Context: an optimization exercise on an open-source flow, tuned for small area. The choices shown serve that exercise and are no tape-out recipe.
Function was checked by simulation only, so behaviour that the tests miss may differ from the original.
Power figures rest on the tool's default switching activity, not on a simulated workload.

File: design/flow/constraint.sdc
create_clock -name core_clock -period 5.0 [get_ports {logfn_lineSync}]
set_input_delay 1.0000 -clock core_clock [delete_from_list [all_inputs] [get_ports {logfn_lineSync}]]
set_output_delay 1.0000 -clock core_clock [all_outputs]
set_load 0.01 [all_outputs]
File: design/flow/design.v
`default_nettype none
package spec_pkg;
    localparam int BIN_BITS  = 5;    
    localparam int ROW_BITS  = 3;    
    localparam int AMPL_BITS = 8;    
    typedef logic [AMPL_BITS-1:0] ampl_t;    
    typedef logic [BIN_BITS-1:0]  bin_t;     
    typedef logic [ROW_BITS-1:0]  row_t;     
    typedef struct packed {
        bin_t  bin;
        ampl_t ampl;
    } bin_sample_t;
    typedef struct packed {
        bin_t  addr;     
        ampl_t ampl;
        logic  close;    
        logic  decay;    
    } bin_req_t;
    typedef struct packed {
        bin_t  addr;
        ampl_t spec;      
        ampl_t peak;      
        logic  spec_en;
        logic  peak_en;
    } spec_wr_t;
    typedef struct packed {
        ampl_t spec;
        ampl_t peak;
        ampl_t wf;
    } disp_rd_t;
    typedef enum logic [1:0] {
        RMW_IDLE,
        RMW_FETCH,
        RMW_WRITE
    } rmw_state_t;
endpackage
`default_nettype wire
`timescale 1ns/1ps
`default_nettype none
module sm_or32_bit (
    input  wire logic [31:0] i_d,
    input  wire logic [31:0] i_sel,
    output logic      [3:0]  o_or
);
    for (genvar i = 0; i < 4; i++)
    begin : g_q
        assign o_or[i] = |(i_d[8*i +: 8] & i_sel[8*i +: 8]);
    end
endmodule
module sm_or16_bit (
    input  wire logic [15:0] i_d,
    input  wire logic [15:0] i_sel,
    output logic      [1:0]  o_or
);
    for (genvar i = 0; i < 2; i++)
    begin : g_q
        assign o_or[i] = |(i_d[8*i +: 8] & i_sel[8*i +: 8]);
    end
endmodule
module sm_dec32 (
    input  wire logic [4:0]  i_pos,
    output logic      [31:0] o_sel
);
    for (genvar k = 0; k < 32; k++)
    begin : g_k
        assign o_sel[k] = (i_pos == 5'(k));
    end
endmodule
module sm_insert (
    input  wire logic       i_ins,
    input  wire logic       i_keep,
    input  wire logic [7:0] i_new,
    input  wire logic [7:0] i_prev,
    output logic      [7:0] o_next
);
    assign o_next = ({8{i_ins}} & i_new) | ({8{i_keep}} & i_prev);
endmodule
`default_nettype wire
`timescale 1ns/1ps
`default_nettype none
module spec_monitor_top #(
    parameter int WF_LINE_DIV = 4,   
    parameter int DECAY_BITS  = 3    
) (
    input  wire logic                  logfn_lineSync,
    input  wire logic                  global_rst,
    input  wire logic                  i_bin_valid,
    input  wire spec_pkg::bin_sample_t i_bin,
    input  wire logic                  i_frame_sync,
    input  wire logic                  i_line_done,
    input  wire spec_pkg::bin_t        i_rd_addr,
    input  wire spec_pkg::row_t        i_rd_row,
    output spec_pkg::disp_rd_t         o_rd
);
    localparam int NB    = 2 ** spec_pkg::BIN_BITS;
    localparam int NR    = 2 ** spec_pkg::ROW_BITS;
    localparam int NJ    = (NB + 1) / 3;                 
    localparam int MSB   = spec_pkg::BIN_BITS - 1;
    localparam int DW    = spec_pkg::AMPL_BITS;
    localparam int DIV_W = (WF_LINE_DIV > 1) ? $clog2(WF_LINE_DIV) : 1;
    logic rst;
    assign rst = global_rst;
    logic                  sync_q;
    logic [DECAY_BITS-1:0] decay_ctr;
    logic [1:0]            stb;          
    logic                  rst_q;        
    logic                  rst_qq;       
    spec_pkg::bin_t        ph;           
    spec_pkg::bin_req_t    req;          
    always_ff @(posedge logfn_lineSync)
    begin
        rst_q  <= rst;
        rst_qq <= rst_q;
        if (rst)
        begin
            sync_q    <= 1'b0;
            decay_ctr <= '0;
            stb       <= '0;
            ph        <= '0;
        end
        else
        begin
            sync_q <= i_frame_sync;
            if (i_frame_sync & ~sync_q)
            begin
                decay_ctr <= decay_ctr - 1'b1;
            end
            stb <= {stb[0], i_bin_valid};
            ph  <= ph + 1'b1;
        end
    end
    always_ff @(posedge logfn_lineSync)
    begin
        if (i_bin_valid)
        begin
            req.addr  <= {~i_bin.bin[MSB], i_bin.bin[MSB-1:0]};
            req.ampl  <= i_bin.ampl;
            req.close <= i_frame_sync;
            req.decay <= (decay_ctr == '0);
        end
    end
    logic [DIV_W-1:0] line_div;
    spec_pkg::row_t   wr_line;
    spec_pkg::row_t   wr_line_nx;        
    assign wr_line_nx = (i_line_done && (line_div == DIV_W'(WF_LINE_DIV - 1))) ?
                        (wr_line + 1'b1) : wr_line;
    always_ff @(posedge logfn_lineSync)
    begin
        if (rst)
        begin
            line_div <= '0;
            wr_line  <= '0;
        end
        else if (i_line_done)
        begin
            if (line_div == DIV_W'(WF_LINE_DIV - 1))
            begin
                line_div <= '0;
                wr_line  <= wr_line + 1'b1;
            end
            else
            begin
                line_div <= line_div + 1'b1;
            end
        end
    end
    logic [DW-1:0] sp [NB];
    logic [DW-1:0] pk [NB];
    logic [DW-1:0] wf [NR][NB];
    spec_pkg::bin_t  cur_pos;            
    logic            cap;                
    logic [1:0][3:0][DW-1:0] old_or;
    logic            byp;                
    spec_pkg::ampl_t old_spec;
    spec_pkg::ampl_t old_peak;
    spec_pkg::ampl_t new_spec;
    spec_pkg::ampl_t new_peak;
    logic [NB-1:0]   sel_e;
    spec_pkg::bin_t  pos_q;
    always_ff @(posedge logfn_lineSync)
    begin
        pos_q <= req.addr + ph + spec_pkg::bin_t'(1);
    end
    assign cur_pos = pos_q;
    assign cap     = stb[1];
    sm_dec32 u_dec_e (.i_pos(cur_pos), .o_sel(sel_e));
    for (genvar b = 0; b < DW; b++)
    begin : g_old
        logic [NB-1:0] d_sp;
        logic [NB-1:0] d_pk;
        for (genvar k = 0; k < NB; k++)
        begin : g_k
            assign d_sp[k] = sp[k][b];
            assign d_pk[k] = pk[k][b];
        end
        sm_or32_bit u_sp (.i_d(d_sp), .i_sel(sel_e),
                          .o_or({old_or[0][3][b], old_or[0][2][b], old_or[0][1][b], old_or[0][0][b]}));
        sm_or32_bit u_pk (.i_d(d_pk), .i_sel(sel_e),
                          .o_or({old_or[1][3][b], old_or[1][2][b], old_or[1][1][b], old_or[1][0][b]}));
    end
    logic                 wr_act;        
    logic [1:0]           wr_cnt;        
    logic                 wr_lg;         
    logic                 close_q;
    spec_pkg::bin_t       addr_q;
    logic [3:0]           ins_q;         
    spec_pkg::row_t       row_q;
    spec_pkg::ampl_t      new_spec_q;
    spec_pkg::ampl_t      new_peak_q;
    logic                 wr_q;          
    logic [1:0]           dly;
    assign wr_q = wr_act & (wr_cnt == 2'd0);
    assign byp  = wr_q && (addr_q == req.addr);
    assign old_spec = byp ? new_spec_q :
                      (old_or[0][0] | old_or[0][1] | old_or[0][2] | old_or[0][3]);
    assign old_peak = (byp && close_q) ? new_peak_q :
                      (old_or[1][0] | old_or[1][1] | old_or[1][2] | old_or[1][3]);
    assign new_spec = req.close ? '0 : ((old_spec < req.ampl) ? req.ampl : old_spec);
    assign new_peak = (old_spec < old_peak) ? (old_peak - spec_pkg::ampl_t'(req.decay)) : old_spec;
    logic [3:0] jx;
    always_comb
    begin
        dly = 2'd0;
        jx  = 4'd0;
        for (int p = 0; p < NB; p++)
        begin
            if (cur_pos == spec_pkg::bin_t'(p))
            begin
                dly = 2'(((p + 2) % NB % 3 == 0) ? 0 : ((p + 3) % NB % 3 == 0) ? 1 : 2);
                jx  = 4'((((p + 2) % NB) + int'(dly)) % NB / 3);
            end
        end
    end
    always_ff @(posedge logfn_lineSync)
    begin
        if (rst)
        begin
            wr_act <= 1'b0;
        end
        else if (cap)
        begin
            wr_act <= 1'b1;
        end
        else if (wr_q)
        begin
            wr_act <= 1'b0;
        end
        wr_lg  <= ~cap & wr_act;
        wr_cnt <= cap ? dly : (wr_cnt - 2'd1);
        if (cap)
        begin
            close_q    <= req.close;
            addr_q     <= req.addr;
            ins_q      <= jx;
            row_q      <= wr_line_nx;
            new_spec_q <= new_spec;
            new_peak_q <= new_peak;
        end
    end
    logic [DW-1:0] new_spec_g;
    logic [DW-1:0] new_peak_g;
    logic [NJ-1:0] ins_sp;
    logic [NJ-1:0] ins_pk;
    logic [NJ-1:0] ins_wf [NR];
    logic [NJ-1:0] keep_sp;
    logic [NJ-1:0] keep_pk;
    logic [NJ-1:0] keep_wf [NR];
    logic          clr;                  
    assign clr        = rst | rst_q | rst_qq;
    assign new_spec_g = new_spec_q & {DW{~rst}};
    assign new_peak_g = new_peak_q & {DW{~rst}};
    for (genvar j = 0; j < NJ; j++)
    begin : g_ins
        assign ins_sp[j]  = wr_q && (ins_q == 4'(j));
        assign ins_pk[j]  = ins_sp[j] & close_q;
        assign keep_sp[j] = ~ins_sp[j] & ~clr;
        assign keep_pk[j] = ~ins_pk[j] & ~clr;
        for (genvar r = 0; r < NR; r++)
        begin : g_row
            assign ins_wf[r][j]  = ins_sp[j] && (row_q == spec_pkg::row_t'(r));
            assign keep_wf[r][j] = ~ins_wf[r][j] & ~clr;
        end
    end
    for (genvar k = 0; k < NB; k++)
    begin : g_stage
        localparam int KP = (k + NB - 1) % NB;
        if ((k % 3 != 0) || (k == NB - 1))
        begin : g_pass
            always_ff @(posedge logfn_lineSync)
            begin
                sp[k] <= sp[KP];
                pk[k] <= pk[KP];
                for (int r = 0; r < NR; r++)
                begin
                    wf[r][k] <= wf[r][KP];
                end
            end
        end
        else
        begin : g_insert
            logic [DW-1:0] nx_sp;
            logic [DW-1:0] nx_pk;
            logic [DW-1:0] nx_wf [NR];
            sm_insert u_sp (.i_ins(ins_sp[k/3]), .i_keep(keep_sp[k/3]), .i_new(new_spec_g),
                            .i_prev(sp[KP]), .o_next(nx_sp));
            sm_insert u_pk (.i_ins(ins_pk[k/3]), .i_keep(keep_pk[k/3]), .i_new(new_peak_g),
                            .i_prev(pk[KP]), .o_next(nx_pk));
            for (genvar r = 0; r < NR; r++)
            begin : g_row
                sm_insert u_wf (.i_ins(ins_wf[r][k/3]), .i_keep(keep_wf[r][k/3]), .i_new(new_spec_g),
                                .i_prev(wf[r][KP]), .o_next(nx_wf[r]));
            end
            always_ff @(posedge logfn_lineSync)
            begin
                sp[k] <= nx_sp;
                pk[k] <= nx_pk;
                for (int r = 0; r < NR; r++)
                begin
                    wf[r][k] <= nx_wf[r];
                end
            end
        end
    end
    spec_pkg::row_t rd_line;
    spec_pkg::bin_t rd_pos;
    logic [NR-1:0]  sel_r;
    logic           hit;
    logic           hit_wf;
    logic [3:0][DW-1:0] rd_sp_or;
    logic [3:0][DW-1:0] rd_pk_or;
    spec_pkg::ampl_t rd_sp;
    spec_pkg::ampl_t rd_pk;
    spec_pkg::ampl_t rd_wf;
    assign rd_line = wr_line - spec_pkg::row_t'(1) - i_rd_row;
    assign rd_pos  = i_rd_addr + ph;
    logic [NB-1:0] sel_sp;
    logic [NB-1:0] sel_wf [3];
    sm_dec32 u_dec_sp (.i_pos(rd_pos), .o_sel(sel_sp));
    for (genvar g = 0; g < 3; g++)
    begin : g_dec
        sm_dec32 u_dec (.i_pos(rd_pos), .o_sel(sel_wf[g]));
    end
    for (genvar r = 0; r < NR; r++)
    begin : g_sel_r
        assign sel_r[r] = (rd_line == spec_pkg::row_t'(r));
    end
    for (genvar b = 0; b < DW; b++)
    begin : g_rd
        logic [NB-1:0] d_sp;
        logic [NB-1:0] d_pk;
        logic [NB-1:0] q_wf;             
        logic [NB-1:0] s_wf;
        logic [3:0]    o_wf;
        for (genvar k = 0; k < NB; k++)
        begin : g_k
            assign d_sp[k] = sp[k][b];
            assign d_pk[k] = pk[k][b];
        end
        sm_or32_bit u_sp (.i_d(d_sp), .i_sel(sel_sp),
                          .o_or({rd_sp_or[3][b], rd_sp_or[2][b], rd_sp_or[1][b], rd_sp_or[0][b]}));
        sm_or32_bit u_pk (.i_d(d_pk), .i_sel(sel_sp),
                          .o_or({rd_pk_or[3][b], rd_pk_or[2][b], rd_pk_or[1][b], rd_pk_or[0][b]}));
        for (genvar r = 0; r < NR; r++)
        begin : g_r
            logic [NB-1:0] d_wf;
            for (genvar k = 0; k < NB; k++)
            begin : g_k
                assign d_wf[k] = wf[r][k][b];
            end
            sm_or32_bit u_wf (.i_d(d_wf), .i_sel(sel_wf[r / 3]), .o_or(q_wf[4*r +: 4]));
            assign s_wf[4*r +: 4] = {4{sel_r[r]}};
        end
        sm_or32_bit u_row (.i_d(q_wf), .i_sel(s_wf), .o_or(o_wf));
        assign rd_wf[b] = |o_wf;
    end
    assign rd_sp = rd_sp_or[0] | rd_sp_or[1] | rd_sp_or[2] | rd_sp_or[3];
    assign rd_pk = rd_pk_or[0] | rd_pk_or[1] | rd_pk_or[2] | rd_pk_or[3];
    assign hit    = wr_act && wr_lg && (i_rd_addr == addr_q);
    assign hit_wf = hit && (rd_line == row_q);
    always_ff @(posedge logfn_lineSync)
    begin
        o_rd.spec <= (rst_q | rst_qq) ? '0 : hit ? new_spec_q : rd_sp;
        o_rd.peak <= (rst_q | rst_qq) ? '0 : (hit && close_q) ? new_peak_q : rd_pk;
        o_rd.wf   <= (rst_q | rst_qq) ? '0 : hit_wf ? new_spec_q : rd_wf;
    end
endmodule
`default_nettype wire
File: design/flow/run.sh
#!/bin/bash
# synth_recipe.tcl (not shown) runs the flow's synth.tcl, then flattens the netlist and writes it again
# the make line also repeats each setting of config.mk as NAME=value (left out here)
make -C /OpenROAD-flow-scripts/flow DESIGN_CONFIG=/design/flow/config.mk WORK_HOME=/design/flow/orfs CLKGATE_MAP_FILE= SYNTH_SCRIPT=/design/flow/synth_recipe.tcl finish
File: design/flow/config.mk
export PLATFORM = sky130hd
export DESIGN_NAME = spec_monitor_top
export DESIGN_NICKNAME = spec_monitor_top
export VERILOG_FILES = /design/flow/design.v
export SDC_FILE = /design/flow/constraint.sdc
export NUM_CORES = 4
export LEC_CHECK = 0
export CAP_MARGIN = 20
export CORE_MARGIN = 2
export CORE_UTILIZATION = 45
export CTS_CLUSTER_DIAMETER = 100
export CTS_CLUSTER_SIZE = 30
export PLACE_DENSITY = 0.6
export SLEW_MARGIN = 20
export SYNTH_HIERARCHICAL = 1
export SYNTH_MINIMUM_KEEP_SIZE = 0
==> results of run 1 <==
[report_power, final]
| part | total [uW] | switching, uW | internal [uW] |
|---|---|---|---|
| Combinational | 2340 | 1550 | 784 |
| Sequential | 21300 | 77.9 | 21300 |
| Clock | 9990 | 6350 | 3640 |
[modules after synthesis, one instance, submodules excluded]
| module | times used | cells | area, um^2 |
|---|---|---|---|
| sm_dec32 | 5 | 47 | 221 |
| sm_insert | 110 | 10 | 86.3 |
| sm_or32_bit | 104 | 20 | 145 |
| spec_monitor_top | 1 | 3349 | 57600 |
[how the worst max path moves through the flow]
stage | startpoint | endpoint | slack, ps | cells past startpoint
detailed placement | i_rd_addr[0] | o_rd[6] | -1180 | 22
global route | i_rd_addr[1] | o_rd[4] | 4 | 21
finish | i_rd_addr[1] | o_rd[4] | 90 | 21
CTS | i_rd_addr[0] | o_rd[6] | 1 | 22
floorplan | global_rst | sp[0][1] | 40 | 3
global placement | i_rd_addr[0] | o_rd[6] | -1160 | 22
[what timing repair did]
item,CTS,global route
pin swaps,2,15
endpoints found under the setup margin,1,19
cloned,0,0
buffers inserted,0,4
resized for setup,2,32
[flip-flops by register name (all words and copies together), names as in the netlist, 4 cells and up]
register	flops
wf	2048
pk	256
sp	256
o_rd	24
req	15
new_peak_q	8
new_spec_q	8
addr_q	5
ph	5
pos_q	5
ins_q	4
[cell families after synthesis]
kind of cell | Yosys count | share of synthesized area, %
flops | 2655 | 64.3
compound gates | 2609 | 24.8
simple gates | 1066 | 6.80
buf+inv | 319 | 2.61
xor+xnor | 41 | 0.440
mux | 40 | 0.530
fa+ha+maj | 34 | 0.538
[cell type report]
cell class / instances / area, um^2
flip-flops and latches: 2655 / 53600
clock inverters: 8 / 83.8
clock buffers: 105 / 2510
inverters: 41 / 154
well taps: 2464 / 3080
fillers: 16000 / 88400
multi-input cells: 3790 / 28000
repair buffers: 750 / 7550
diodes: 7 / 17.5
[cells in the mapped netlist (all sizes together) (30+ instances only)]
cell type and count:
ha 31, a22o 881, nand2 33, dfxtp 2611, nor2b 30, inv 41, buf 225, clkbuf 53
edfxtp 44, nor4 33, a22oi 1664, nor2 432, nand4 421
[per-stage QoR]
stage               worst slack (ps)  util, %  cells
floorplan                       35.8        -   6764
global placement               -1160     50.2   9695
detailed placement             -1180     50.2   9696
CTS                             1.28     51.7   9809
global route                    4.30     51.8   9813
finish                          87.7     51.8   9820
[routing by layer]
| metal | GRT usage (%) | part of all wire [%] |
|---|---|---|
| met5 | 0 | 0.042 |
| met4 | 14.4 | 5.4 |
| met3 | 5.22 | 9.2 |
| met2 | 45.8 | 44 |
| met1 | 41.4 | 42 |
[worst max-delay path, delay by kind of cell]
family	cells	cell delay, ps
AOI/OAI and AO/OA	4	860
xor gates and xnor gates	1	160
adders and majority gates	1	270
buffers and inverters	8	1550
muxes	1	160
and+or+nand+nor	6	1510
==> key figures, run 1 <==
Outcome
  • Outcome: finished clean

Placement
  • Final Wtd Congestion: 0.970
  • Cell Area, Placed: 92200 um^2
  • Port Buffers: 49
  • Post-DP HPWL: 200000 um

Logic synthesis
  • Share of the synthesized area in the top cell type: 62.7%
  • Post-synth EDFFs: 44
  • Synthesized area: 83300 um^2
  • Warnings, synthesis: 29
  • Top cell type by total area after synthesis: dfxtp_1
  • Synth Flop Type: dfxtp_1
  • Sequential area share after synthesis: 64.3%
  • Yosys reg bits: 2655
  • Share of synthesized flip-flops with an asynchronous set or reset: 0%
  • Top post-synthesis cells by area: dfxtp_1 (63%), a22oi_1 (15%), a22o_1 (9.3%)
  • Syn Area/Cell: 12.3 um^2
  • Post-Synthesis Cells: 6764
  • Synthesized net count: 6824
  • Post-synthesis cell type count: 60

Clock network
  • Worst-Skew Late Latency: 780 ps
  • CTS tree: done
  • CTS buffer count: 98
  • # hold bufs at CTS: 0
  • # clock sinks: 2655
  • Root buf cell: clkbuf_16
  • Clock Path Buffers: 3
  • H-tree depth: 3
  • Clock transition at path regs: 110 ps

STA
  • Final Skew: 29.8 ps
  • Final Hold Vio Count: 0
  • Actual slew at the worst max-slew pin: 1250 ps
  • Min Hold Slack: 341 ps
  • Minimum clock period: 4910 ps
  • Max Freq: 0.204 GHz
  • Slew Limit Fails: 0
  • Tcrit/Tclk final: 98.2%
  • RSZ-0062 raised after global routing: false
  • Setup TNS: 0 ps
  • Setup-failing EPs final: 0
  • Slew HR: 16.8%

Run
  • Maxcap violations: 0

Min path
  • Worst min path class: reg2reg
  • Hold path cells: 0
  • Hold path endpoint: wf[130][0]
  • Hold Crit Start: wf[129][0]

Critical path
  • Critical Path End Type: flip-flop
  • Critical Path, Cell by Cell: clkdlybuf4s50_1 > buf_4 > ha_1 > a21o_1 > a21oi_1 > xnor2_2 > buf_12 > buf_4 > buf_4 > nand3b_1 > nor2_1 > buf_12 > buf_4 > a22oi_1 > nand4_1 > a22oi_1 > buf_4 > nand4_1 > or4_1 > mux2i_1 > nor2_1
  • Reg-to-reg startpoint: pos_q[4]
  • Largest stage delay on the critical path: 620 ps
  • R2r endpoint: new_peak_q[6]
  • R2r setup slk: 190 ps
  • Reg2reg path depth: 15
  • Crit path max fanout: 15
  • Critical-path top delay cell: or4_1
  • Startpoint types: input pin
  • Crit Path Class: in2reg
  • Arr. time, crit path: 5550 ps
  • Crit path top cell by count: buf_4
  • Worst path required time: 5640 ps

Drt
  • WL per Instance: 29.8 um
  • Drt first pass iters: 7
  • Via density: 6.46
  • Final ANT Viol Nets: 0
  • Iteration-0 DRC Markers: 8852
  • DRC Markers: 0
  • Vias: 63.4k
  • Final WL: 293000 um

GRT
  • Vias in the first global route: 62.2k
  • Largest net degree at the start of global routing: 74
  • Grt total ovfl: 0
  • First-pass GRT wire length: 424000 um
  • Initial antenna violation count: 12
  • Tot GR Track Use: 30.1%

Power and ir drop
  • Total power: 33700 uW
  • PD cells: 354 nW/um^2
  • Maximum VDD drop: 0.000268 V
  • Static Leakage: 0.0349 uW

Final layout
  • Nets: 7396
  • Layout cells sized above 1: 13.3%
  • Commonest non-fill, non-tap cell in the layout: dfxtp_1
  • Synth-to-Final Area Change: 14.1%
  • Final Cell Area: 95000 um^2
  • Commonest non-fill, non-tap cells in the layout: dfxtp_1 (2610), a22oi_1 (1657), a22o_1 (881)

Floorplan
  • DIE AREA: 189000 um^2
  • Die width: 434 um
  • Rows: 157
  • Initial core utilization: 45.4%
  • Core ar.: 183000 um^2
  • # IOs: 50
  • Die H: 434 um
==> inputs of run 2 (changes only) <==
--- a/design/flow/config.mk
+++ b/design/flow/config.mk
@@ -13,2 +13,3 @@
 export PLACE_DENSITY = 0.6
+export SETUP_SLACK_MARGIN = 0.1
 export SLEW_MARGIN = 20
==> run 2 against run 1 <==
Against the previous run: first-iteration DRC count is 1.3% lower; utilization is 0.11 points higher; synthesized area stayed put; critical endpoint unchanged; worst hold slack worse by 2.7 ps; still clean on timing, DRC and antenna; critical path depth is 1 lower; sequential share of layout area is 0.12 points lower.
==> key figures, run 2 <==
Outcome
  • Outcome: finished clean (unchanged)

Logic synthesis
  • Share of synthesized flip-flops with an asynchronous set or reset: 0% (unchanged)
  • Share of the synthesized area in the top cell type: 62.7% (unchanged)
  • Sequential area share after synthesis: 64.3% (unchanged)
  • Post-synth EDFFs: 44 (unchanged)
  • Warnings, synthesis: 29 (unchanged)
  • Top post-synthesis cells by area: dfxtp_1 (63%), a22oi_1 (15%), a22o_1 (9.3%) (unchanged)
  • Top cell type by total area after synthesis: dfxtp_1 (unchanged)
  • Synthesized area: 83300 um^2 (unchanged)
  • Yosys reg bits: 2655 (unchanged)
  • Syn Area/Cell: 12.3 um^2 (unchanged)
  • Synth Flop Type: dfxtp_1 (unchanged)
  • Cell with the most instances after synthesis: dfxtp_1 (unchanged)
  • Post-Synthesis Cells: 6764 (unchanged)
  • Commonest cells post-synth: dfxtp_1 (2611), a22oi_1 (1664), a22o_1 (881), nor2_1 (431), nand4_1 (419) (unchanged)
  • Post-synthesis cell type count: 60 (unchanged)
  • Synthesized net count: 6824 (unchanged)

Floorplan
  • # IOs: 50 (unchanged)
  • Rows: 157 (unchanged)
  • Core ar.: 183000 um^2 (unchanged)
  • DIE AREA: 189000 um^2 (unchanged)
  • Die width: 434 um (unchanged)
  • Initial core utilization: 45.4% (unchanged)
  • Die H: 434 um (unchanged)

Critical path
  • Crit path top cell by count: buf_4 (unchanged)
  • Critical Path End Type: flip-flop (unchanged)
  • Launch point of the worst path: i_rd_addr[1] (unchanged)
  • R2r setup slk: 200 ps (was 190 ps)
  • Critical Path, Cell by Cell: clkdlybuf4s50_1 > buf_4 > ha_1 > a21o_1 > a21oi_2 > xnor2_2 > buf_12 > buf_4 > buf_4 > nand3b_1 > buf_4 > nor2_2 > buf_4 > a22oi_1 > nand4_1 > a22oi_1 > nand4_1 > or4_1 > mux2i_1 > nor2_1 (was clkdlybuf4s50_1 > buf_4 > ha_1 > a21o_1 > a21oi_1 > xnor2_2 > buf_12 > buf_4 > buf_4 > nand3b_1 > nor2_1 > buf_12 > buf_4 > a22oi_1 > nand4_1 > a22oi_1 > buf_4 > nand4_1 > or4_1 > mux2i_1 > nor2_1)
  • R2r endpoint: new_peak_q[6] (unchanged)
  • Reg-to-reg startpoint: pos_q[4] (unchanged)
  • Crit path max fanout: 16 (was 15)
  • Crit Path Class: in2reg (unchanged)
  • Largest stage delay on the critical path: 630 ps (was 620 ps)
  • Arr. time, crit path: 5510 ps (was 5550 ps)
  • Cell family with most CP delay: simple AND/OR/NAND/NOR gates (was buffers and inverters)
  • WP buf/inv: 7 (was 8)
  • Startpoint types: input pin (unchanged)
  • Worst path required time: 5640 ps (about the same)
  • Critical-path top delay cell: or4_1 (unchanged)
  • Reg2reg path depth: 15 (unchanged)

Drt
  • WL per Instance: 29.8 um (about the same)
  • Via density: 6.45 (was 6.46)
  • Vias: 63.5k (was 63.4k)
  • Final ANT Viol Nets: 0 (unchanged)
  • DRC Markers: 0 (unchanged)
  • Drt first pass iters: 8 (was 7)
  • Iteration-0 DRC Markers: 8738 (was 8852)
  • Final WL: 293000 um (about the same)

STA
  • Max Freq: 0.205 GHz (was 0.204 GHz)
  • Actual slew at the worst max-slew pin: 1220 ps (was 1250 ps)
  • Tcrit/Tclk final: 97.4% (was 98.2%)
  • Slew HR: 18.5% (was 16.8%)
  • Final Skew: 34.5 ps (was 29.8 ps)
  • Final Hold Vio Count: 0 (unchanged)
  • Setup-failing EPs final: 0 (unchanged)
  • Slew Limit Fails: 0 (unchanged)
  • Minimum clock period: 4870 ps (was 4910 ps)
  • RSZ-0062 raised after global routing: true (was false)
  • Slack of the critical path: 129 ps (was 87.7 ps)

Placement
  • Placed Cells: 9696 (unchanged)
  • Post-DP HPWL: 200000 um (unchanged)
  • Cell Area, Placed: 92200 um^2 (unchanged)
  • Place WS: -1180 ps (unchanged)
  • Final Wtd Congestion: 0.970 (unchanged)
  • Port Buffers: 49 (unchanged)

Power and ir drop
  • Internal power: 25700 uW (about the same)
  • Clock network power share: 29.7% (about the same)
  • Maximum VDD drop: 0.000266 V (was 0.000268 V)
  • Reg power frac: 63.3% (was 63.4%)
  • Total power: 33700 uW (about the same)
  • Switch share: 23.7% (about the same)
  • Psw: 8000 uW (was 7980 uW)
  • PD cells: 354 nW/um^2 (about the same)
  • Static Leakage: 0.0349 uW (about the same)
  • Combinational share of power: 7.0% (was 6.9%)

GRT
  • Initial antenna violation count: 11 (was 12)
  • First-pass GRT wire length: 424000 um (about the same)
  • Tot GR Track Use: 30.1% (about the same)
  • Grt total ovfl: 0 (unchanged)
  • Vias in the first global route: 62.2k (about the same)
  • Largest net degree at the start of global routing: 74 (unchanged)

Min path
  • Hold path endpoint: wf[107][5] (was wf[130][0])
  • Worst min path class: reg2reg (unchanged)
  • Hold path cells: 0 (unchanged)
  • Hold Crit Start: wf[106][5] (was wf[129][0])

Final layout
  • Commonest non-fill, non-tap cells in the layout: dfxtp_1 (2610), a22oi_1 (1654), a22o_1 (881) (was dfxtp_1 (2610), a22oi_1 (1657), a22o_1 (881))
  • Nets: 7409 (was 7396)
  • Regs by FF count: wf x2048, pk x256, sp x256 (unchanged)
  • Max reg flops: 2048 (unchanged)
  • Fill cell count: 16.0k (about the same)
  • Final Cell Area: 95200 um^2 (was 95000 um^2)
  • Post-layout util: 51.9% (was 51.8%)
  • Synth-to-Final Area Change: 14.3% (was 14.1%)
  • Fin cells: 9834 (was 9820)
  • Layout cells sized above 1: 13.5% (was 13.3%)
  • Commonest non-fill, non-tap cell in the layout: dfxtp_1 (unchanged)
  • Biggest register: wf (unchanged)

Clock network
  • CTS tree: done (unchanged)
  • Clock transition at path regs: 120 ps (was 110 ps)
  • CTS buffer count: 98 (unchanged)
  • # clock sinks: 2655 (unchanged)
  • Clock Path Buffers: 3 (unchanged)
  • H-tree depth: 3 (unchanged)
  • Worst-Skew Late Latency: 780 ps (about the same)
  • Root buf cell: clkbuf_16 (unchanged)

Run
  • Maxcap violations: 0 (unchanged)
==> run 2: cell counts after synthesis <==
No cell type changed its count.
==> run 2: power groups by stage <==
stage          combinational (uW)  clock (uW)  sequential (uW)
6_report                     2360        9990            21300
3_3_place_gp                 2200           0            21800
3_5_place_dp                 2220           0            21800
5_1_grt                      2410       10800            21400
2_1_floorplan                 884           0            21800
4_1_cts                      2240       10100            21300
==> run 2: cells by family after synthesis <==
kind of cell,count (synthesis),share of synthesized area [%]
AOI/OAI and AO/OA,2609,24.8
xor gates and xnor gates,41,0.440
adders and majority gates,34,0.538
buffers and inverters,319,2.61
DFF,2655,64.3
muxes,40,0.530
and+or+nand+nor,1066,6.80
==> run 2: per-module statistics from Yosys, one instance, submodules excluded <==
module / flip-flops and latches / times used
spec_monitor_top: 2655 / 1
sm_insert: 0 / 110
sm_or32_bit: 0 / 104
sm_dec32: 0 / 5
==> run 2: worst max path at each step <==
stage	cells after the start	to	slack, ps
2_1_floorplan	3	sp[0][1]	40
3_3_place_gp	22	o_rd[6]	-1160
3_5_place_dp	22	o_rd[6]	-1180
4_1_cts	22	o_rd[6]	80
5_1_grt	15	new_peak_q[6]	30
6_report	20	o_rd[4]	130
==> run 2: cell type report <==
type	count	area [um^2]	area share (%)
diodes	8	20.0	0.0210
clock buffers	105	2510	2.64
clock inverters	8	83.8	0.0880
inverters	41	154	0.162
multi-input cells	3790	28100	29.5
flip-flops and latches	2655	53600	56.3
well taps	2464	3080	3.24
repair buffers	763	7670	8.06
==> run 2: worst reg2reg max path, cell delays in order, from the launching register on <==
cell,delay (ps)
dfxtp_1,520
nand2b_1,440
nor2_2,290
buf_4,240
a22oi_1,170
nand4_1,310
nor4_2,650
nand2_1,100
o21ai_0,130
ha_1,300
ha_1,190
inv_1,80
or4b_2,610
mux2i_1,200
xnor2_1,90
mux2_4,260
==> run 2: metrics by stage <==
stage,TNS (ps),hold slack (ps)
floorplan,0,332
global placement,-6910,333
detailed placement,-6970,336
CTS,0,345
global route,0,349
finish,0,339
==> run 2: metal layers <==
metal  GRT usage [%]  vias to the layer above  wire [um]
met5               0                        -        112
met4            14.6                       16      15800
li1                -                    27800          -
met2            45.7                     3681     128000
met1            41.4                    31300     122000
met3            5.22                      681      27600
==> run 2: timing repair <==
item | in CTS | in global routing
buffers inserted | 1 | 16
resized for setup | 6 | 50
pin swaps | 5 | 19
hold buffers | 0 | 0
endpoints found under the setup margin | 2 | 24
==> inputs of run 3 (changes only) <==
--- a/design/flow/config.mk
+++ b/design/flow/config.mk
@@ -9,6 +9,6 @@
 export CORE_MARGIN = 2
-export CORE_UTILIZATION = 45
+export CORE_UTILIZATION = 60
 export CTS_CLUSTER_DIAMETER = 100
 export CTS_CLUSTER_SIZE = 30
-export PLACE_DENSITY = 0.6
+export PLACE_DENSITY = 0.75
 export SETUP_SLACK_MARGIN = 0.1
==> run 3 against run 2 <==
Against the previous run: count of clock-buffer cells in the layout increased by 1; sequential power about the same; highest routed layer unchanged; worst setup slack improved by 53 ps.
==> key figures, run 3 <==
STA
  • Actual slew at the worst max-slew pin: 1270 ps (was 1220 ps)
  • Final Skew: 20.3 ps (was 34.5 ps)
  • Tcrit/Tclk final: 96.4% (was 97.4%)
  • Slew HR: 15.0% (was 18.5%)
  • Slew Limit Fails: 0 (unchanged)
  • Final Hold Vio Count: 0 (unchanged)
  • Setup-failing EPs final: 0 (unchanged)
  • RSZ-0062 raised after global routing: true (unchanged)
  • Minimum clock period: 4820 ps (was 4870 ps)
  • Max Freq: 0.208 GHz (was 0.205 GHz)
  • Slack of the critical path: 182 ps (was 129 ps)

GRT
  • First-pass GRT wire length: 401000 um (was 424000 um)
  • Vias in the first global route: 62.2k (about the same)
  • Largest net degree at the start of global routing: 63 (was 74)
  • Grt total ovfl: 0 (unchanged)
  • Tot GR Track Use: 37.3% (was 30.1%)
  • Initial antenna violation count: 5 (was 11)

Power and ir drop
  • PD cells: 358 nW/um^2 (was 354 nW/um^2)
  • Total power: 33400 uW (was 33700 uW)
  • Static Leakage: 0.0344 uW (was 0.0349 uW)
  • Maximum VDD drop: 0.000321 V (was 0.000266 V)

Logic synthesis
  • Share of the synthesized area in the top cell type: 62.7% (unchanged)
  • Post-synthesis cell type count: 60 (unchanged)
  • Syn Area/Cell: 12.3 um^2 (unchanged)
  • Commonest cells post-synth: dfxtp_1 (2611), a22oi_1 (1664), a22o_1 (881), nor2_1 (431), nand4_1 (419) (unchanged)
  • Synth Flop Type: dfxtp_1 (unchanged)
  • Top cell type by total area after synthesis: dfxtp_1 (unchanged)
  • Top post-synthesis cells by area: dfxtp_1 (63%), a22oi_1 (15%), a22o_1 (9.3%) (unchanged)
  • Synthesized net count: 6824 (unchanged)
  • Sequential area share after synthesis: 64.3% (unchanged)
  • Warnings, synthesis: 29 (unchanged)
  • Share of synthesized flip-flops with an asynchronous set or reset: 0% (unchanged)
  • Yosys reg bits: 2655 (unchanged)
  • Post-Synthesis Cells: 6764 (unchanged)
  • Synthesized area: 83300 um^2 (unchanged)
  • Cell with the most instances after synthesis: dfxtp_1 (unchanged)
  • Post-synth EDFFs: 44 (unchanged)

Critical path
  • Crit path max fanout: 16 (unchanged)
  • R2r setup slk: 260 ps (was 200 ps)
  • Cell family with most CP delay: buffers and inverters (was simple AND/OR/NAND/NOR gates)
  • Reg2reg path depth: 15 (unchanged)
  • R2r endpoint: new_peak_q[2] (was new_peak_q[6])
  • Startpoint types: input pin (unchanged)
  • Critical Path, Cell by Cell: clkdlybuf4s50_1 > ha_1 > inv_1 > fa_1 > buf_4 > xnor2_2 > buf_12 > buf_4 > nand2b_1 > buf_12 > nor2_1 > buf_12 > a22oi_1 > nand4_1 > a22oi_2 > nand4_1 > buf_4 > or4_1 > mux2i_1 > nor2_1 (was clkdlybuf4s50_1 > buf_4 > ha_1 > a21o_1 > a21oi_2 > xnor2_2 > buf_12 > buf_4 > buf_4 > nand3b_1 > buf_4 > nor2_2 > buf_4 > a22oi_1 > nand4_1 > a22oi_1 > nand4_1 > or4_1 > mux2i_1 > nor2_1)
  • WP buf/inv: 8 (was 7)
  • Crit Path Class: in2reg (unchanged)
  • Critical Path End Type: flip-flop (unchanged)
  • Reg-to-reg startpoint: pos_q[3] (was pos_q[4])
  • Worst path required time: 5660 ps (was 5640 ps)
  • Arr. time, crit path: 5470 ps (was 5510 ps)
  • Critical-path top delay cell: clkdlybuf4s50_1 (was or4_1)
  • Largest stage delay on the critical path: 540 ps (was 630 ps)

Clock network
  • CTS buffer count: 98 (unchanged)
  • CTS tree: done (unchanged)
  • # clock sinks: 2655 (unchanged)
  • H-tree depth: 3 (unchanged)
  • Worst-Skew Late Latency: 790 ps (was 780 ps)
  • Root buf cell: clkbuf_16 (unchanged)
  • Clock transition at path regs: 110 ps (was 120 ps)
  • Clock Path Buffers: 3 (unchanged)

Final layout
  • Regs by FF count: wf x2048, pk x256, sp x256 (unchanged)
  • Nets: 7311 (was 7409)
  • Max reg flops: 2048 (unchanged)
  • Synth-to-Final Area Change: 11.9% (was 14.3%)
  • Layout cells sized above 1: 11.9% (was 13.5%)
  • Fin cells: 9060 (was 9834)
  • Final Cell Area: 93300 um^2 (was 95200 um^2)
  • Biggest register: wf (unchanged)
  • Commonest non-fill, non-tap cells in the layout: dfxtp_1 (2611), a22oi_1 (1658), a22o_1 (881) (was dfxtp_1 (2610), a22oi_1 (1654), a22o_1 (881))
  • Commonest non-fill, non-tap cell in the layout: dfxtp_1 (unchanged)

Placement
  • Cell Area, Placed: 90500 um^2 (was 92200 um^2)
  • Placed Cells: 8942 (was 9696)
  • Final Wtd Congestion: 1.01 (was 0.970)
  • Post-DP HPWL: 185000 um (was 200000 um)
  • Place WS: -642 ps (was -1180 ps)
  • Port Buffers: 49 (unchanged)

Drt
  • Via density: 7.12 (was 6.45)
  • WL met2: 117000 um (was 128000 um)
  • Metal3 WL: 34000 um (was 27600 um)
  • Final WL: 274000 um (was 293000 um)
  • Drt first pass iters: 8 (unchanged)
  • Highest Signal Layer: met5 (unchanged)
  • Vias: 64.5k (was 63.5k)
  • Final ANT Viol Nets: 0 (unchanged)
  • DRC Markers: 0 (unchanged)
  • Metal-1 WL: 105000 um (was 122000 um)
  • WL per Instance: 30.2 um (was 29.8 um)
  • Iteration-0 DRC Markers: 10.2k (was 8738)

Min path
  • Hold path cells: 0 (unchanged)
  • Hold Crit Start: wf[188][0] (was wf[106][5])
  • Hold path endpoint: wf[189][0] (was wf[107][5])
  • Worst min path class: reg2reg (unchanged)

Floorplan
  • # IOs: 50 (unchanged)
  • Rows: 136 (was 157)
  • Die H: 377 um (was 434 um)
  • Initial core utilization: 60.5% (was 45.4%)
  • DIE AREA: 142000 um^2 (was 189000 um^2)
  • Die width: 377 um (was 434 um)
  • Core ar.: 138000 um^2 (was 183000 um^2)

Outcome
  • Outcome: finished clean (unchanged)

Run
  • Maxcap violations: 0 (unchanged)
run 3: how the worst max path moves through the flow:
stage,from,to,slack [ps],cells after the start
global route,i_rd_addr[0],o_rd[7],40,23
global placement,i_rd_addr[0],o_rd[0],-720,21
floorplan,global_rst,sp[0][1],40,3
finish,i_rd_addr[0],o_rd[0],180,20
detailed placement,i_rd_addr[0],o_rd[0],-640,21
CTS,i_rd_addr[0],o_rd[0],160,21
run 3: cell families (layout without fill, tap and decap cells):
kind of cell,after synthesis,after routing,share of synthesized area (%)
buffers and inverters,319,819,2.61
other,0,2,0
adder cells (fa/ha/maj),34,34,0.538
XOR/XNOR,41,41,0.440
flip-flops,2655,2655,64.3
multiplexers,40,40,0.530
AND/OR/NAND/NOR,1066,1066,6.80
AO/OA/AOI/OAI,2609,2609,24.8
run 3: per-module statistics from Yosys, one instance, submodules excluded:
| module | area [um^2] | flip-flops and latches | cells | copies in the design |
|---|---|---|---|---|
| sm_dec32 | 221 | 0 | 47 | 5 |
| sm_insert | 86.3 | 0 | 10 | 110 |
| sm_or32_bit | 145 | 0 | 20 | 104 |
| spec_monitor_top | 57600 | 2655 | 3349 | 1 |
run 3: metrics by stage:
step | setup TNS (ps) | util, % | hold WS [ps]
floorplan | 0 | - | 332
global placement | -6420 | 65.7 | 333
detailed placement | -5580 | 65.8 | 335
CTS | 0 | 67.7 | 351
global route | 0 | 67.7 | 353
finish | 0 | 67.7 | 347
run 3: timing repair:
| item | 4_1_cts | 5_1_grt |
|---|---|---|
| resized for setup | 0 | 15 |
| hold buffers | 0 | 0 |
| endpoints found under the setup margin | 0 | 24 |
| endpoints found under the hold margin | 0 | 0 |
| setup buffers | 0 | 1 |
run 3: per-layer routing:
layer  track usage, %  vias up
met5                0        -
met4             20.5        4
met3             9.80      919
met2             55.2     4546
met1             49.9    31500
li1                 -    27600
run 3: cell type report:
type / count / area, um^2
diodes: 2 / 5.00
flip-flops and latches: 2655 / 53600
multi-input cells: 3790 / 27900
fillers: 10100 / 44400
well taps: 1794 / 2240
inverters: 41 / 154
repair buffers: 665 / 6740
clock inverters: 7 / 81.3
clock buffers: 106 / 2520
run 3: where the power goes:
part           total (uW)  internal (uW)  switching (uW)  leakage (uW)
registers           21300          21300            71.3        0.0214
clock network        9900           3660            6240       0.00128
logic                2200            719            1490        0.0116
total               33400          25600            7800        0.0344
==> inputs of run 4 (changes only) <==
--- a/design/flow/config.mk
+++ b/design/flow/config.mk
@@ -12,2 +12,3 @@
 export CTS_CLUSTER_SIZE = 30
+export GPL_ROUTABILITY_DRIVEN = 0
 export PLACE_DENSITY = 0.75
==> run 4 against run 3 <==
Against the previous run: global-route usage barely moved; combinational power barely moved; worst hold slack got worse by 8.4 ps; sequential cell count did not move; first-iteration DRC count fell by 2.3%; clock power rose by 0.4%; wire length rose by 0.34%; register-to-register slack got worse by 120 ps; cell area barely moved; largest cell class unchanged; worst setup slack got worse by 43 ps; cell count fell by 0.47%; clock skew rose by 9.2 ps.
==> key figures, run 4 <==
Power and ir drop
  • Static Leakage: 0.0342 uW (was 0.0344 uW)
  • Maximum VDD drop: 0.000336 V (was 0.000321 V)
  • PD cells: 359 nW/um^2 (was 358 nW/um^2)

STA
  • Slew HR: 16.5% (was 15.0%)
  • Tcrit/Tclk final: 97.2% (was 96.4%)
  • Final Skew: 29.5 ps (was 20.3 ps)
  • RSZ-0062 raised after global routing: false (was true)
  • Setup-failing EPs final: 0 (unchanged)
  • Max Freq: 0.206 GHz (was 0.208 GHz)
  • Actual slew at the worst max-slew pin: 1250 ps (was 1270 ps)
  • Final Hold Vio Count: 0 (unchanged)
  • Minimum clock period: 4860 ps (was 4820 ps)
  • Slew Limit Fails: 0 (unchanged)
  • Slack of the critical path: 139 ps (was 182 ps)

Critical path
  • Crit path max fanout: 17 (was 16)
  • Worst path required time: 5630 ps (was 5660 ps)
  • Launch point of the worst path: i_rd_addr[1] (was i_rd_addr[0])
  • Crit Path Class: in2reg (unchanged)
  • Startpoint types: input pin (unchanged)
  • Reg-to-reg startpoint: pos_q[4] (was pos_q[3])
  • Critical Path End Type: flip-flop (unchanged)
  • Arr. time, crit path: 5490 ps (was 5470 ps)

Placement
  • Port Buffers: 49 (unchanged)
  • Place WS: -930 ps (was -642 ps)
  • Post-DP HPWL: 185000 um (about the same)
  • Placed Cells: 8900 (was 8942)

Logic synthesis
  • Warnings, synthesis: 29 (unchanged)
  • Yosys reg bits: 2655 (unchanged)
  • Synthesized area: 83300 um^2 (unchanged)
  • Top cell type by total area after synthesis: dfxtp_1 (unchanged)
  • Post-synthesis cell type count: 60 (unchanged)
  • Cell with the most instances after synthesis: dfxtp_1 (unchanged)
  • Synth Flop Type: dfxtp_1 (unchanged)
  • Share of the synthesized area in the top cell type: 62.7% (unchanged)
  • Top post-synthesis cells by area: dfxtp_1 (63%), a22oi_1 (15%), a22o_1 (9.3%) (unchanged)
  • Synthesized net count: 6824 (unchanged)
  • Post-Synthesis Cells: 6764 (unchanged)
  • Syn Area/Cell: 12.3 um^2 (unchanged)
  • Post-synth EDFFs: 44 (unchanged)
  • Sequential area share after synthesis: 64.3% (unchanged)
  • Commonest cells post-synth: dfxtp_1 (2611), a22oi_1 (1664), a22o_1 (881), nor2_1 (431), nand4_1 (419) (unchanged)
  • Share of synthesized flip-flops with an asynchronous set or reset: 0% (unchanged)

Min path
  • Worst min path class: reg2reg (unchanged)
  • Hold Crit Start: wf[42][0] (was wf[188][0])

Drt
  • Via density: 7.17 (was 7.12)
  • Vias: 64.7k (was 64.5k)
  • WL per Instance: 30.5 um (was 30.2 um)
  • Iteration-0 DRC Markers: 9982 (was 10.2k)
  • Drt first pass iters: 9 (was 8)
  • Final WL: 275000 um (was 274000 um)
  • Final ANT Viol Nets: 0 (unchanged)
  • DRC Markers: 0 (unchanged)

GRT
  • Tot GR Track Use: 37.3% (about the same)
  • Grt met1 use: 49.5% (was 49.9%)
  • Initial antenna violation count: 9 (was 5)
  • GR met2 Demand/Resource: 55.6% (was 55.2%)
  • Layer with the highest usage: met2 (unchanged)
  • Met3 Track Usage GR: 10.1% (was 9.80%)
  • Largest net degree at the start of global routing: 100 (was 63)
  • First-pass GRT wire length: 402000 um (was 401000 um)
  • Grt total ovfl: 0 (unchanged)
  • Vias in the first global route: 63.0k (was 62.2k)

Final layout
  • Nets: 7267 (was 7311)
  • Synth-to-Final Area Change: 11.8% (was 11.9%)
  • Layout cells sized above 1: 11.6% (was 11.9%)
  • Regs by FF count: wf x2048, pk x256, sp x256 (unchanged)
  • Commonest non-fill, non-tap cell in the layout: dfxtp_1 (unchanged)
  • Fill cell count: 10.0k (was 10.1k)
  • Commonest non-fill, non-tap cells in the layout: dfxtp_1 (2611), a22oi_1 (1658), a22o_1 (881) (unchanged)
  • Max reg flops: 2048 (unchanged)
  • Fin cells: 9017 (was 9060)
  • Register Area: 53600 um^2 (unchanged)
  • Multi-input gate area: 28000 um^2 (was 27900 um^2)
  • Biggest register: wf (unchanged)

Clock network
  • Clock transition at path regs: 110 ps (about the same)
  • Worst-Skew Late Latency: 780 ps (was 790 ps)
  • Root buf cell: clkbuf_16 (unchanged)
  • # clock sinks: 2655 (unchanged)
  • CTS tree: done (unchanged)
  • Postcts setup bufs: 0 (unchanged)
  • H-tree depth: 3 (unchanged)
  • CTS buffer count: 98 (unchanged)
  • Clock Path Buffers: 3 (unchanged)
  • # hold bufs at CTS: 0 (unchanged)

Run
  • Maxcap violations: 0 (unchanged)

Floorplan
  • Core ar.: 138000 um^2 (unchanged)
  • Die width: 377 um (unchanged)
  • # IOs: 50 (unchanged)
  • Rows: 136 (unchanged)
  • DIE AREA: 142000 um^2 (unchanged)
  • Initial core utilization: 60.5% (unchanged)
  • Die H: 377 um (unchanged)

Outcome
  • Outcome: finished clean (unchanged)
## run 4: timing repair
action / in CTS / in global routing
endpoints found under the setup margin: 8 / 24
gates resized for setup: 4 / 30
pin swaps: 0 / 4
## run 4: layer usage
| layer | share of wire (%) | vias to the layer above |
|---|---|---|
| met5 | 0.020 | - |
| met4 | 6.5 | 8 |
| met3 | 13 | 998 |
| met2 | 43 | 4757 |
| met1 | 38 | 31400 |
| li1 | - | 27500 |
## run 4: worst paths after layout
kind	end	slack [ps]	depth (start not counted)
setup / recovery	o_rd[7]	140	18
hold / removal	wf[43][0]	340	0
setup reg to reg	new_peak_q[2]	140	16
hold reg to reg	wf[43][0]	340	0
## run 4: worst max-delay path, stage by stage
cell             delay (ps)
clkdlybuf4s50_1         460
buf_4                   160
ha_1                    280
a21o_1                  180
a21oi_1                 220
xnor2_2                 260
buf_4                   320
nand3b_1                250
nor2_2                  260
a22oi_1                 260
nand4_1                 180
a22oi_1                 200
buf_4                   170
nand4_1                 270
buf_4                   250
or4_1                   510
mux2i_1                 170
nor2_1                   60
## run 4: cell families (layout without fill, tap and decap cells)
| logic type | count (synthesis) | count (layout) | share of synthesized area [%] |
|---|---|---|---|
| AOI/OAI and AO/OA | 2609 | 2609 | 24.8 |
| xor gates and xnor gates | 41 | 41 | 0.440 |
| adders and majority gates | 34 | 34 | 0.538 |
| buffers and inverters | 319 | 775 | 2.61 |
| DFF | 2655 | 2655 | 64.3 |
| muxes | 40 | 40 | 0.530 |
| other | 0 | 3 | 0 |
| and+or+nand+nor | 1066 | 1066 | 6.80 |
## run 4: cell type report
type | instances | share of cell area [%]
sequential | 2655 | 57.5
timing repair buffer | 621 | 6.99
multi-input combinational | 3790 | 30.1
inverter | 41 | 0.165
tap | 1794 | 2.41
clock buffer | 108 | 2.74
antenna | 3 | 0.00806
clock inverter | 5 | 0.0859
## run 4: power by group
group,leakage (uW),internal [uW],switching [uW],total (uW)
clock,0.00129,3690,6250,9940
sequential,0.0214,21300,73.8,21300
combinational,0.0115,702,1510,2210
## run 4: through the flow
| step | cell area, um^2 | setup TNS [ps] | hold slack [ps] | power, uW | util (%) |
|---|---|---|---|---|---|
| after floorplan | 83300 | 0 | 332 | 22700 | - |
| after global placement | 90300 | -7390 | 332 | 23900 | 65.6 |
| after detailed placement | 90300 | -7900 | 335 | 23900 | 65.6 |
| after CTS | 93000 | 0 | 340 | 33400 | 67.5 |
| after global routing | 93200 | 0 | 345 | 34200 | 67.7 |
| final | 93200 | 0 | 339 | 33500 | 67.7 |
## run 4: per-module statistics from Yosys, one instance, submodules excluded
| module | flops+latches | area (um^2) |
|---|---|---|
| spec_monitor_top | 2655 | 57600 |
| sm_dec32 | 0 | 221 |
| sm_insert | 0 | 86.3 |
| sm_or32_bit | 0 | 145 |
==> inputs of run 5 (changes only) <==
--- a/design/flow/design.v
+++ b/design/flow/design.v
@@ -336,5 +336,5 @@
     logic [NB-1:0] sel_sp;
-    logic [NB-1:0] sel_wf [3];
+    logic [NB-1:0] sel_wf [2];
     sm_dec32 u_dec_sp (.i_pos(rd_pos), .o_sel(sel_sp));
-    for (genvar g = 0; g < 3; g++)
+    for (genvar g = 0; g < 2; g++)
     begin : g_dec
@@ -369,3 +369,3 @@
             end
-            sm_or32_bit u_wf (.i_d(d_wf), .i_sel(sel_wf[r / 3]), .o_or(q_wf[4*r +: 4]));
+            sm_or32_bit u_wf (.i_d(d_wf), .i_sel(sel_wf[r / 4]), .o_or(q_wf[4*r +: 4]));
             assign s_wf[4*r +: 4] = {4{sel_r[r]}};
--- a/design/flow/config.mk
+++ b/design/flow/config.mk
@@ -12,3 +12,2 @@
 export CTS_CLUSTER_SIZE = 30
-export GPL_ROUTABILITY_DRIVEN = 0
 export PLACE_DENSITY = 0.75
==> run 5 against run 4 <==
Against the previous run: still clean on timing, DRC and antenna; total power increased by 0.45%; critical path depth increased by 1; synthesized cell count decreased by 0.69%; worst setup slack got worse by 23 ps; wire length increased by 2.9%; register-to-register slack improved by 30 ps; cell count increased by 0.21%; clock power about the same; critical path type unchanged; critical endpoint unchanged.
==> key figures, run 5 <==
Outcome
  • Outcome: finished clean (unchanged)

Placement
  • Port Buffers: 49 (unchanged)
  • Final Wtd Congestion: 1.03
  • Post-DP HPWL: 195000 um (was 185000 um)

Clock network
  • Root buf cell: clkbuf_16 (unchanged)
  • CTS buffer count: 99 (was 98)
  • CTS tree: done (unchanged)
  • Worst-Skew Late Latency: 810 ps (was 780 ps)
  • # hold bufs at CTS: 0 (unchanged)
  • # clock sinks: 2655 (unchanged)
  • Clock transition at path regs: 110 ps (about the same)
  • H-tree depth: 3 (unchanged)
  • Clock Path Buffers: 3 (unchanged)

Final layout
  • Regs by FF count: wf x2048, pk x256, sp x256 (unchanged)
  • Layout cells sized above 1: 12.5% (was 11.6%)
  • Commonest non-fill, non-tap cell in the layout: dfxtp_1 (unchanged)
  • Biggest register: wf (unchanged)
  • Synth-to-Final Area Change: 12.1% (was 11.8%)
  • Fill cell count: 10.1k (was 10.0k)
  • Post-layout util: 67.8% (was 67.7%)
  • Commonest non-fill, non-tap cells in the layout: dfxtp_1 (2610), a22oi_1 (1660), a22o_1 (881) (was dfxtp_1 (2611), a22oi_1 (1658), a22o_1 (881))
  • Register Area: 53600 um^2 (about the same)
  • Multi-input gate area: 27800 um^2 (was 28000 um^2)
  • Max reg flops: 2048 (unchanged)
  • Nets: 7272 (was 7267)

STA
  • Final Skew: 36.0 ps (was 29.5 ps)
  • Max Freq: 0.205 GHz (was 0.206 GHz)
  • Setup-failing EPs final: 0 (unchanged)
  • Minimum clock period: 4880 ps (was 4860 ps)
  • Slew Limit Fails: 0 (unchanged)
  • Min Hold Slack: 345 ps (was 339 ps)
  • Final Hold Vio Count: 0 (unchanged)
  • Tcrit/Tclk final: 97.7% (was 97.2%)
  • Slew HR: 19.7% (was 16.5%)
  • RSZ-0062 raised after global routing: true (was false)
  • Actual slew at the worst max-slew pin: 1200 ps (was 1250 ps)

Floorplan
  • Die width: 376 um (was 377 um)
  • Core ar.: 137000 um^2 (was 138000 um^2)
  • DIE AREA: 142000 um^2 (about the same)
  • # IOs: 50 (unchanged)
  • Initial core utilization: 60.4% (was 60.5%)
  • Rows: 136 (unchanged)
  • Die H: 376 um (was 377 um)

Drt
  • Final ANT Viol Nets: 0 (unchanged)
  • Drt first pass iters: 7 (was 9)
  • Vias: 64.3k (was 64.7k)
  • DRC Markers: 0 (unchanged)
  • WL per Instance: 31.3 um (was 30.5 um)
  • Final WL: 283000 um (was 275000 um)
  • Iteration-0 DRC Markers: 8567 (was 9982)
  • Via density: 7.11 (was 7.17)

GRT
  • First-pass GRT wire length: 410000 um (was 402000 um)
  • Initial antenna violation count: 10 (was 9)
  • Tot GR Track Use: 38.6% (was 37.3%)
  • Vias in the first global route: 61.7k (was 63.0k)
  • Grt total ovfl: 0 (unchanged)
  • Largest net degree at the start of global routing: 79 (was 100)

Logic synthesis
  • Xor-xnor portion of the synthesized cell area: 0.441% (was 0.440%)
  • Share of the synthesized area in the top cell type: 62.9% (was 62.7%)
  • Cell with the most instances after synthesis: dfxtp_1 (unchanged)
  • Proportion of synthesized area in mux cells: 0.531% (was 0.530%)
  • Syn Area/Cell: 12.4 um^2 (was 12.3 um^2)
  • Complex-gate fraction of the synthesized area: 24.8% (about the same)
  • Share of synthesized flip-flops with an asynchronous set or reset: 0% (unchanged)
  • Commonest cells post-synth: dfxtp_1 (2611), a22oi_1 (1664), a22o_1 (881), nand4_1 (419), nor2_1 (399) (was dfxtp_1 (2611), a22oi_1 (1664), a22o_1 (881), nor2_1 (431), nand4_1 (419))
  • Top cell type by total area after synthesis: dfxtp_1 (unchanged)
  • Post-Synthesis Cells: 6717 (was 6764)
  • Main combinational cell family by area after synthesis: compound AO/OA/AOI/OAI gates (unchanged)
  • Sequential area share after synthesis: 64.5% (was 64.3%)
  • Synth Flop Type: dfxtp_1 (unchanged)
  • Yosys reg bits: 2655 (unchanged)
  • Top post-synthesis cells by area: dfxtp_1 (63%), a22oi_1 (15%), a22o_1 (9.3%) (unchanged)
  • Post-synthesis cell type count: 60 (unchanged)
  • Post-synth EDFFs: 44 (unchanged)
  • Simple-gate portion of the synthesized area: 6.56% (was 6.80%)
  • Synthesized area: 83100 um^2 (was 83300 um^2)
  • Synthesized net count: 6777 (was 6824)
  • Warnings, synthesis: 29 (unchanged)
  • Adder-Cell Fraction of Synth Area: 0.539% (was 0.538%)

Critical path
  • Crit path max fanout: 23 (was 17)
  • Critical-path top delay cell: or4_1 (unchanged)
  • Critical Path End Type: flip-flop (unchanged)
  • Crit Path Class: in2reg (unchanged)
  • Critical Path, Cell by Cell: clkdlybuf4s50_1 > ha_2 > a21o_1 > a21oi_2 > xnor2_2 > buf_6 > buf_6 > nand2b_1 > buf_4 > buf_12 > nor2_2 > buf_12 > a22oi_1 > nand4_1 > a22oi_2 > nand4_1 > or4_1 > mux2i_1 > nor2_1 (was clkdlybuf4s50_1 > buf_4 > ha_1 > a21o_1 > a21oi_1 > xnor2_2 > buf_4 > nand3b_1 > nor2_2 > a22oi_1 > nand4_1 > a22oi_1 > buf_4 > nand4_1 > buf_4 > or4_1 > mux2i_1 > nor2_1)
  • Largest stage delay on the critical path: 710 ps (was 510 ps)
  • Worst path required time: 5650 ps (was 5630 ps)
  • Startpoint types: input pin (unchanged)
  • Arr. time, crit path: 5540 ps (was 5490 ps)

Power and ir drop
  • Reg power frac: 63.5% (was 63.7%)
  • Switch share: 23.6% (was 23.4%)
  • Maximum VDD drop: 0.000349 V (was 0.000336 V)
  • PD cells: 361 nW/um^2 (was 359 nW/um^2)
  • Psw: 7950 uW (was 7840 uW)
  • Clock network power share: 30.1% (was 29.7%)
  • Static Leakage: 0.0343 uW (was 0.0342 uW)
  • Internal power: 25700 uW (about the same)
  • Combinational share of power: 6.5% (was 6.6%)

Min path
  • Worst min path class: reg2reg (unchanged)

Run
  • Maxcap violations: 0 (unchanged)
run 5: changes by cell type in the layout (fill, tap and decap cells not counted), moves of 5 or more:
cell      before  now
nor2_4        11    1
nor4_2         9    2
diode_2        3    8
clkbuf_1       7   13
buf_4        433  495
nor2_1       363  306
buf_12       138  121
nor4_1        21   29
nor2_2        58   93
run 5: metal layers:
metal / share of wire, % / vias to the layer above / track usage (%) / wire length, um
li1: - / 27400 / - / -
met1: 39 / 31200 / 52.5 / 110000
met2: 42 / 4699 / 56.5 / 119000
met3: 14 / 911 / 12.1 / 38600
met4: 5.5 / 12 / 16.8 / 15400
met5: 0.027 / - / 0 / 75
run 5: per-stage QoR:
stage / std cells / cell area (um^2) / worst slack [ps] / total power (uW) / TNS, ps
after floorplan: 6717 / 83100 / 35.8 / 22600 / 0
after global placement: 8898 / 90300 / -1350 / 23800 / -12840
after detailed placement: 8899 / 90300 / -1320 / 23900 / -13080
after CTS: 9024 / 93100 / 79.8 / 33500 / 0
after global routing: 9029 / 93200 / 83.3 / 34400 / 0
final: 9036 / 93200 / 116 / 33600 / 0
run 5: layout make-up:
type	instances	area share (%)
tap	1794	2.41
clock inverter	10	0.176
inverter	41	0.169
sequential	2655	57.5
multi-input combinational	3746	29.8
clock buffer	113	2.74
timing repair buffer	669	7.16
antenna	8	0.0215
run 5: repair_timing:
action                                  in CTS  in global routing
setup buffers                                2                  4
endpoints found under the setup margin       8                 15
pin swaps                                    4                  5
resized for setup                            8                 23
run 5: cells by family (layout without fill, tap and decap cells):
family                   count (synthesis)  in the layout
XOR/XNOR                                41             41
multiplexers                            40             40
other                                    0              8
buffers and inverters                  316            833
adder cells (fa/ha/maj)                 34             34
AO/OA/AOI/OAI                         2609           2609
AND/OR/NAND/NOR                       1022           1022
flip-flops                            2655           2655
run 5: power by group through the flow:
stage                     clock network (uW)  registers, uW  logic, uW
after floorplan                            0          21800        847
after global placement                     0          21800       2020
after detailed placement                   0          21800       2050
after CTS                              10100          21300       2060
after global routing                   10800          21400       2210
final                                  10100          21300       2180
run 5: path summary, 6_finish.rpt:
check / slack [ps] / cells after the start / startpoint / endpoint
worst max register to register: 170 / 19 / ph[0] / o_rd[7]
worst min-delay path: 350 / 0 / wf[185][1] / wf[186][1]
worst min register to register: 350 / 0 / wf[185][1] / wf[186][1]
worst max-delay path: 120 / 19 / i_rd_addr[2] / o_rd[7]
run 5: worst max-delay path, delay by kind of cell:
family	cells	cell delay, ps
XOR/XNOR	1	140
adder cells (fa/ha/maj)	1	360
buffers and inverters	6	1300
AO/OA/AOI/OAI	4	880
multiplexers	1	140
AND/OR/NAND/NOR	6	1690
run 5: modules after synthesis (local to each module, per instance):
module            cells  times used  flops+latches  cell area (um^2)
sm_insert            10         110              0              86.3
sm_or32_bit          20         104              0               145
spec_monitor_top   3349           1           2655             57600
sm_dec32             47           4              0               221

## separate check: timing with driven ports
No port has a modelled driver above. Below, the same layouts with a new extraction and two added sets of constraints.
Step 1 assumes that a clkbuf_16 drives the clock port and a buf_2 every other input.
Step 2 also shifts input and output timing later by t, the mid clock arrival at the registers, as if the neighbouring blocks saw the same clock.
a / b / c = ideal / step 1 / step 2; a / b = the first two.
run	shift t [ns]	setup WS [ns]	hold WS [ns]	latest minus earliest clock arrival (ns)	cell pins on the clock port's net
run 1	0.843	0.088 / 0.136 / -0.707	0.341 / 0.341 / 0.341	0.041 / 0.041	1
run 2	0.842	0.129 / 0.178 / -0.664	0.339 / 0.339 / 0.339	0.036 / 0.036	1
run 3	0.866	0.182 / 0.243 / -0.623	0.347 / 0.347 / 0.347	0.024 / 0.024	1
run 4	0.849	0.139 / 0.141 / -0.658	0.339 / 0.339 / 0.339	0.038 / 0.039	1
run 5	0.871	0.116 / 0.166 / -0.705	0.345 / 0.345 / 0.345	0.047 / 0.048	1
With both steps, setup timing fails in every run listed, where it was met with ideal ports. For run 5, which loses most, drivers alone change the setup slack by +0.050 ns; drivers and shift together by -0.821 ns.
